What follows belongs to an exercise in optimizing a design on an open flow for small area, a short achievable clock period and few clock cycles; a production flow would make more cautious choices.
Function was checked by simulation only, so behaviour that the tests miss may differ from the original.
No activity file was given, so power comes from the tool's default toggle rates.

==> flow/run.sh <==
#!/bin/bash
# synth_recipe.tcl (not shown) runs the flow's synth.tcl, then flattens the netlist and writes it again
# the make line also repeats each setting of config.mk as NAME=value (left out here)
make -C /OpenROAD-flow-scripts/flow DESIGN_CONFIG=/design/flow/config.mk WORK_HOME=/design/flow/orfs CLKGATE_MAP_FILE= SYNTH_SCRIPT=/design/flow/synth_recipe.tcl finish
==> flow/config.mk <==
export PLATFORM = sky130hd
export DESIGN_NAME = four_channel_rate_limited_averager_top
export DESIGN_NICKNAME = four_channel_rate_limited_averager_top
export VERILOG_FILES = /design/flow/design.v
export SDC_FILE = /design/flow/constraint.sdc
export NUM_CORES = 4
export LEC_CHECK = 0
export CAP_MARGIN = 20
export CORE_MARGIN = 2
export CORE_UTILIZATION = 40
export SLEW_MARGIN = 20
==> flow/constraint.sdc <==
create_clock -name core_clock -period 5.5 [get_ports {clk}]
set_input_delay 1.1000 -clock core_clock [delete_from_list [all_inputs] [get_ports {clk}]]
set_output_delay 1.1000 -clock core_clock [all_outputs]
set_load 0.01 [all_outputs]
==> flow/design.v <==
package fcrla_pkg;
	localparam int MAX_SAMPLES = 4096;
	localparam int SAMPLE_BITS = 16;
	localparam int LANES    = 4;
	localparam int RAW_W    = 16;
	localparam int AVG_W    = 16;
	localparam int COUNT_W  = 13;
	localparam int TIME_W   = 32;
	localparam int IVAL_W   = 16;
	localparam int TALLY_W  = $clog2(MAX_SAMPLES + 1);
	localparam int SUM_W    = SAMPLE_BITS + $clog2(MAX_SAMPLES);
	localparam int STEP_W   = $clog2(SUM_W);
	localparam int IN_W     = 104;
	localparam int OUT_W    = 80;
	localparam logic [IVAL_W-1:0] EMIT_INTERVAL_RESET = IVAL_W'(1000);
	typedef enum logic [1:0] {
		FUNC_SAMPLE = 2'd0,
		FUNC_START  = 2'd1,
		FUNC_STOP   = 2'd2
	} func_t;
	typedef enum logic [1:0] {
		ST_IDLE,
		ST_LOAD,
		ST_DIV,
		ST_DONE
	} state_t;
	typedef struct packed {
		logic clear;
		logic add;
		logic load;
		logic step;
	} lane_ctrl_t;
endpackage
module fcrla_lane (
	input  logic                             clk,
	input  logic                             arst_n,
	input  fcrla_pkg::lane_ctrl_t            ctrl,
	input  logic [fcrla_pkg::SAMPLE_BITS-1:0] sample,
	input  logic [fcrla_pkg::TALLY_W-1:0]     divisor,
	output logic [fcrla_pkg::AVG_W-1:0]       avg
);
	logic [fcrla_pkg::SUM_W-1:0]   sum_q;
	logic [fcrla_pkg::SUM_W-1:0]   quo_q;
	logic [fcrla_pkg::TALLY_W-1:0] rem_q;
	logic [fcrla_pkg::TALLY_W:0]   trial;
	logic [fcrla_pkg::TALLY_W:0]   diff;
	logic               ge;
	assign trial = {rem_q, quo_q[fcrla_pkg::SUM_W-1]};
	assign ge    = trial >= {1'b0, divisor};
	assign diff  = trial - {1'b0, divisor};
	always_ff @(posedge clk or negedge arst_n) begin
		if (!arst_n) begin
			sum_q <= '0;
		end else if (ctrl.clear || ctrl.load) begin
			sum_q <= '0;
		end else if (ctrl.add) begin
			sum_q <= sum_q + fcrla_pkg::SUM_W'(sample);
		end
	end
	always_ff @(posedge clk) begin
		if (ctrl.load) begin
			quo_q <= sum_q;
			rem_q <= '0;
		end else if (ctrl.step) begin
			quo_q <= {quo_q[fcrla_pkg::SUM_W-2:0], ge};
			rem_q <= ge ? diff[fcrla_pkg::TALLY_W-1:0] : trial[fcrla_pkg::TALLY_W-1:0];
		end
	end
	assign avg = fcrla_pkg::AVG_W'(quo_q[fcrla_pkg::SAMPLE_BITS-1:0]);
endmodule
module four_channel_rate_limited_averager_top (
	input  logic                          clk,
	input  logic                          arst_n,
	input  logic                          s_tvalid,
	output logic                          s_tready,
	input  logic [fcrla_pkg::IN_W-1:0]    s_tdata,
	input  logic [1:0]                    s_tuser,
	output logic                          m_tvalid,
	input  logic                          m_tready,
	output logic [fcrla_pkg::OUT_W-1:0]   m_tdata,
	input  logic                          cfg_we,
	input  logic [fcrla_pkg::IVAL_W-1:0]  cfg_data
);
	fcrla_pkg::state_t             state_q, state_d;
	logic [fcrla_pkg::IVAL_W-1:0]  ival_q;
	logic               stream_q;
	logic [fcrla_pkg::TIME_W-1:0]  last_q;
	logic [fcrla_pkg::TALLY_W-1:0] tally_q;
	logic [fcrla_pkg::TALLY_W-1:0] tally_inc;
	logic [fcrla_pkg::TALLY_W-1:0] div_q;
	logic [fcrla_pkg::STEP_W-1:0]  cnt_q;
	logic               out_valid_q;
	logic [fcrla_pkg::AVG_W-1:0]   avg_q [fcrla_pkg::LANES];
	logic [fcrla_pkg::TALLY_W-1:0] count_q;
	fcrla_pkg::func_t              func;
	logic               accept;
	logic               sample_ok;
	logic               room;
	logic               hit;
	logic [fcrla_pkg::TIME_W-1:0]  elapsed;
	logic               emit;
	logic               out_load;
	fcrla_pkg::lane_ctrl_t         lctrl;
	logic [fcrla_pkg::SAMPLE_BITS-1:0] samp [fcrla_pkg::LANES];
	logic [fcrla_pkg::AVG_W-1:0]   avg [fcrla_pkg::LANES];
	assign func      = fcrla_pkg::func_t'(s_tuser);
	assign accept    = s_tvalid && s_tready;
	assign sample_ok = (func == fcrla_pkg::FUNC_SAMPLE) && stream_q && s_tdata[0];
	assign room      = tally_q < fcrla_pkg::TALLY_W'(fcrla_pkg::MAX_SAMPLES);
	assign tally_inc = room ? tally_q + fcrla_pkg::TALLY_W'(1) : tally_q;
	assign elapsed   = s_tdata[32:1] - last_q;
	assign hit       = elapsed >= fcrla_pkg::TIME_W'(ival_q);
	assign emit      = accept && sample_ok && hit && (tally_inc != '0);
	assign samp[0] = s_tdata[33 +: fcrla_pkg::SAMPLE_BITS];
	assign samp[1] = s_tdata[49 +: fcrla_pkg::SAMPLE_BITS];
	assign samp[2] = s_tdata[65 +: fcrla_pkg::SAMPLE_BITS];
	assign samp[3] = s_tdata[81 +: fcrla_pkg::SAMPLE_BITS];
	genvar g;
	generate
		for (g = 0; g < fcrla_pkg::LANES; g++) begin : g_lane
			fcrla_lane u_lane (
				.clk     (clk),
				.arst_n  (arst_n),
				.ctrl    (lctrl),
				.sample  (samp[g]),
				.divisor (div_q),
				.avg     (avg[g])
			);
		end
	endgenerate
	always_comb begin
		state_d     = state_q;
		s_tready    = 1'b0;
		out_load    = 1'b0;
		lctrl       = '0;
		unique case (state_q)
			fcrla_pkg::ST_IDLE: begin
				s_tready   = 1'b1;
				lctrl.clear = accept && (func == fcrla_pkg::FUNC_START);
				lctrl.add   = accept && sample_ok && room;
				if (emit) begin
					state_d = fcrla_pkg::ST_LOAD;
				end
			end
			fcrla_pkg::ST_LOAD: begin
				lctrl.load = 1'b1;
				state_d    = fcrla_pkg::ST_DIV;
			end
			fcrla_pkg::ST_DIV: begin
				lctrl.step = 1'b1;
				if (cnt_q == fcrla_pkg::STEP_W'(fcrla_pkg::SUM_W - 1)) begin
					state_d = fcrla_pkg::ST_DONE;
				end
			end
			fcrla_pkg::ST_DONE: begin
				if (!out_valid_q || m_tready) begin
					out_load = 1'b1;
					state_d  = fcrla_pkg::ST_IDLE;
				end
			end
			default: state_d = fcrla_pkg::ST_IDLE;
		endcase
	end
	always_ff @(posedge clk or negedge arst_n) begin
		if (!arst_n) begin
			state_q <= fcrla_pkg::ST_IDLE;
		end else begin
			state_q <= state_d;
		end
	end
	always_ff @(posedge clk or negedge arst_n) begin
		if (!arst_n) begin
			ival_q <= fcrla_pkg::EMIT_INTERVAL_RESET;
		end else if (cfg_we) begin
			ival_q <= cfg_data;
		end
	end
	always_ff @(posedge clk or negedge arst_n) begin
		if (!arst_n) begin
			stream_q <= 1'b0;
			last_q   <= '0;
			tally_q  <= '0;
		end else if (state_q == fcrla_pkg::ST_LOAD) begin
			tally_q <= '0;
		end else if (accept) begin
			unique case (func)
				fcrla_pkg::FUNC_START: begin
					stream_q <= 1'b1;
					tally_q  <= '0;
				end
				fcrla_pkg::FUNC_STOP: stream_q <= 1'b0;
				fcrla_pkg::FUNC_SAMPLE: begin
					if (sample_ok) begin
						tally_q <= tally_inc;
						if (hit) begin
							last_q <= s_tdata[32:1];
						end
					end
				end
				default: ;
			endcase
		end
	end
	always_ff @(posedge clk) begin
		if (state_q == fcrla_pkg::ST_LOAD) begin
			div_q <= tally_q;
		end
	end
	always_ff @(posedge clk or negedge arst_n) begin
		if (!arst_n) begin
			cnt_q <= '0;
		end else if (state_q == fcrla_pkg::ST_DIV) begin
			cnt_q <= cnt_q + fcrla_pkg::STEP_W'(1);
		end else begin
			cnt_q <= '0;
		end
	end
	always_ff @(posedge clk) begin
		if (out_load) begin
			for (int i = 0; i < fcrla_pkg::LANES; i++) begin
				avg_q[i] <= avg[i];
			end
			count_q <= div_q;
		end
	end
	always_ff @(posedge clk or negedge arst_n) begin
		if (!arst_n) begin
			out_valid_q <= 1'b0;
		end else if (out_load) begin
			out_valid_q <= 1'b1;
		end else if (m_tready) begin
			out_valid_q <= 1'b0;
		end
	end
	assign m_tvalid = out_valid_q;
	assign m_tdata  = {3'b000, fcrla_pkg::COUNT_W'(count_q), avg_q[3], avg_q[2], avg_q[1], avg_q[0]};
endmodule
==> results.txt <==
==> power by group through the flow <==
stage                     Sequential [mW]  Combinational (mW)  Clock (mW)
after detailed placement             5.41                6.46           0
after CTS                            5.37                6.50        3.65
after global placement               5.40                6.29           0
after global routing                 5.48                7.17        3.76
final                                5.35                6.45        3.54
after floorplan                      5.35                4.64           0
==> worst paths after layout <==
path	from	slack (ns)	end
min in group asynchronous	arst_n	0.57	last_q[17]
worst min register to register	g_lane[3].u_lane.quo_q[2]	0.44	avg_q[3][2]
max in group asynchronous	arst_n	3.83	g_lane[3].u_lane.sum_q[17]
worst max-delay path	s_tdata[1]	0.17	last_q[28]
worst max register to register	last_q[2]	0.77	last_q[28]
worst min-delay path	g_lane[3].u_lane.quo_q[2]	0.44	avg_q[3][2]
==> repair_timing <==
action / in CTS / in global routing
hold endpoints to repair: 0 / 0
endpoints found under the setup margin: 0 / 21
gates resized for setup: 0 / 1
==> synth_stat cells, types with 6 or more instances <==
master	n
o21bai_1	19
nand4_1	31
nand2_1	210
or2_2	10
nand3b_1	6
mux2_4	29
a21o_1	44
xor2_1	59
ha_1	173
xnor2_1	92
or3_1	19
a31oi_1	18
and3_1	19
fa_1	9
dfrtp_1	176
o21a_1	17
o31ai_1	13
nor2b_1	28
o21ai_0	99
and4_1	10
mux2i_1	47
inv_1	121
a211o_1	10
edfxtp_1	202
nor2_1	188
o221ai_1	6
dfstp_2	6
o211ai_1	8
nor3b_1	7
a21oi_1	172
nand3_1	60
dfxtp_1	52
and2_1	19
mux2_2	118
a211oi_1	65
nand2b_1	23
clkbuf_1	75
nor3_1	23
buf_2	10
==> metal layers <==
metal | track usage [%] | routed length, µm | vias up
li1 | - | - | 9107
met1 | 23.9 | 26900 | 9063
met2 | 32.8 | 29800 | 310
met3 | 2.69 | 2250 | 94
met4 | 6.15 | 1600 | 4
met5 | 0 | 33 | -
==> area by class of cell <==
class | count | share of cell area (%)
Sequential cell | 436 | 38.8
Antenna cell | 3 | 0.0250
Clock buffer | 63 | 4.35
Inverter | 121 | 1.51
Clock inverter | 31 | 1.42
Multi-Input combinational cell | 1743 | 42.1
Tap cell | 837 | 3.48
Timing Repair Buffer | 258 | 8.31
==> placed cells by master (no fill, tap or decap), types with 52 or more instances in the layout <==
cell type        count
edfxtp_1           202
xor2_1              59
a211oi_1            65
dfrtp_1            176
xnor2_1             92
a21oi_1            172
buf_4               55
ha_1               170
inv_1              121
nand2_1            210
mux2_2             118
dfxtp_1             52
clkdlybuf4s50_1    197
nor2_1             187
o21ai_0             99
nand3_1             60
==> flip-flops by register name, summed over array words and instances, names as in the netlist <==
| register | cells |
|---|---|
| g_lane.u_lane.rem_q | 52 |
| g_lane.u_lane.quo_q | 112 |
| g_lane.u_lane.sum_q | 112 |
| state_q | 2 |
| cnt_q | 5 |
| ival_q | 16 |
| out_valid_q | 1 |
| tally_q | 13 |
| last_q | 32 |
| stream_q | 1 |
| avg_q | 64 |
| div_q | 13 |
| count_q | 13 |
==> worst register-to-register path: stages (launching register included) <==
cell       delay (ns)
dfrtp_1          0.34
inv_1            0.05
ha_1             0.30
nor2b_1          0.17
o2111a_1         0.31
o31ai_2          0.30
nand3_1          0.14
a211oi_1         0.27
xnor2_1          0.16
ha_1             0.25
nand2_1          0.08
nor2_1           0.05
a2111oi_0        0.44
o21ai_0          0.16
nor3_1           0.21
nand3_1          0.09
and4b_1          0.27
nand4_1          0.11
nor3_2           0.19
nand2b_4         0.19
buf_12           0.20
mux2_4           0.33
==> metrics by stage <==
step	area [µm²]	TNS [ns]	std cells	setup WS, ns
floorplan	25200	0	2392	0.408
global placement	28300	-15.31	3394	-0.488
detailed placement	28300	-16.07	3394	-0.519
CTS	30100	0	3488	0.0949
global route	30100	0	3492	0.0366
finish	30100	0	3492	0.168
==> cell families after synthesis <==
family | count (synthesis) | share of synthesized area [%]
fa+ha+maj | 182 | 9.32
other cells | 1 | 0.0149
flops | 436 | 46.4
xor+xnor | 151 | 5.26
buf+inv | 213 | 3.50
compound gates | 534 | 13.6
mux | 194 | 8.88
simple gates | 679 | 13.0
==> flow_summary.toml <==
[pwr]
p_seq_share_pct = 34.9
p_int_mw = 9.88
p_leak_nw = 12.5
pwr-share-clk_pct = 23.1
total_power_mw = 15.3
power_density_nw_per_um2 = 510
switching_share_pct = 35.6
p_sw_mw = 5.45
pwr-share-comb_pct = 42.1
peakVddDrop_uv = 380

[cells_and_area]
fillCellCount = 5616
regArea_um2 = 11700
fin_nets = 2919
multi_input_area_um2 = 12700
syn2layout_area_growth_pct = 19.6
drive_gt1_share_pct = 12.5
post-route-util_pct = 48.6

[job]
cap_violations = 0

[setup_path]
slowest_stage = "clkdlybuf4s50_1"
cp.required_ns = 5.98
cp_max_fo = 19
crit_path_cell_trace = "clkdlybuf4s50_1 > inv_1 > ha_1 > fa_1 > nor2b_1 > o2111a_1 > o31ai_2 > nand3_1 > a211oi_1 > xnor2_1 > ha_1 > nand2_1 > nor2_1 > a2111oi_0 > o21ai_0 > nor3_1 > nand3_1 > and4b_1 > nand4_1 > nor3_2 > nand2b_4 > buf_12 > mux2_4"
crit_family = "simple AND/OR/NAND/NOR gates"
critical_path_buf_inv_count = 3
crit_type = "in2reg"
cp-end-kind = "flip-flop"
cp_num_cells = 23
setup.worst_path.start_class = "input port"
slowest_delay_ns = 0.47
ff2ff_path_depth = 21
arrival_ns = 5.81

[route]
drtIter0Drc = 1139
drt-pass1-iter-count = 6
wl_per_cell_um = 17.3
drc = 0
vias_per_cell = 5.32
via_count = 18578
drt-total-wl_um = 60500
ant_nets = 0

[placement]
io_buffer_count = 198
dp_hpwl_um = 41900
gp_congestion = 0.917

[synth]
async_flop_share_pct = 41.7
synth-main-ff-cell = "edfxtp_1"
ys_warn_count = 7
synth_top_cell_area_share_pct = 24.1
yosys-top-cells-area = "edfxtp_1, dfrtp_1, ha_1"
synthesis.instances = 2390
yosysTopAreaCell = "edfxtp_1"
seq_area_frac_synth_pct = 46.4
synth_area_um2 = 25200
synth_edf_count = 202
synthDistinctLibCells = 90
synth-seq-cells = 436
syn_avg_cell_area_um2 = 10.5

[sta]
slew_headroom_pct = 27.4
rsz0062_at_grt = "no"
worst_pin_slew_ns = 1.09
timing.fmax_mhz = 188
hold_viol_final = 0
post-route-min-period_ns = 5.33
whs_ns = 0.440
finalMaxSlewViolations = 0
skew_ns = 0.0289
setup_viol = 0
post-route-period-util_pct = 96.9

[floorplanning]
ios = 209
die-area_um2 = 64900
core_area_um2 = 61900
placementRows = 91
die_w_um = 255
die_y_um = 255
start_util_pct = 40.6

[clock_tree]
cts_buffers = 50
clockBufferDepth = 3
clock_latency_ns = 0.61
cts.reportedPaths.clkPinSlew_ns = 0.06
cts_tree = "done"
root_buffer = "clkbuf_16"
cts_htree_levels = 2
post-cts-setup-buffers = 0
cts.sinks = 436
postCtsHoldBufs = 0

[global_routing]
grt_use_total_pct = 18.8
grt_pass1_vias = 19172
overflow = 0
grt_max_degree = 184
antenna_found_initial = 5
grt_pass1_wl_um = 99000

[min_path]
hold_path_depth = 0
hold_class = "reg2reg"

[run_status]
status = "no timing/DRC/antenna violations"
Testbench counts, summed over its fixed seeds: cycles 52,030.

## re-timing with driven ports
How much do the figures lean on ideal ports? The routed layout below was timed once more, with nothing changed but the port constraints.
Step 1: set_driving_cell puts a clkbuf_16 on clk and a buf_2 on each other input, an assumption about the parent block.
Step 2 also shifts input and output timing later by t, the mid clock arrival at the registers, as if the neighbouring blocks saw the same clock.
Three values: ideal, step 1, step 2; two values: the first two.
t (ns): 0.653
setup WS [ns]: 0.168 / 0.198 / -0.456
clock arrival spread, ns: 0.033 / 0.033
slew at the worst register clock pin (ns): 0.07 / 0.07
Met with ideal ports but missed after step 2: setup timing in this run. For this run, drivers alone change the setup slack by +0.030 ns; drivers and shift together by -0.624 ns.
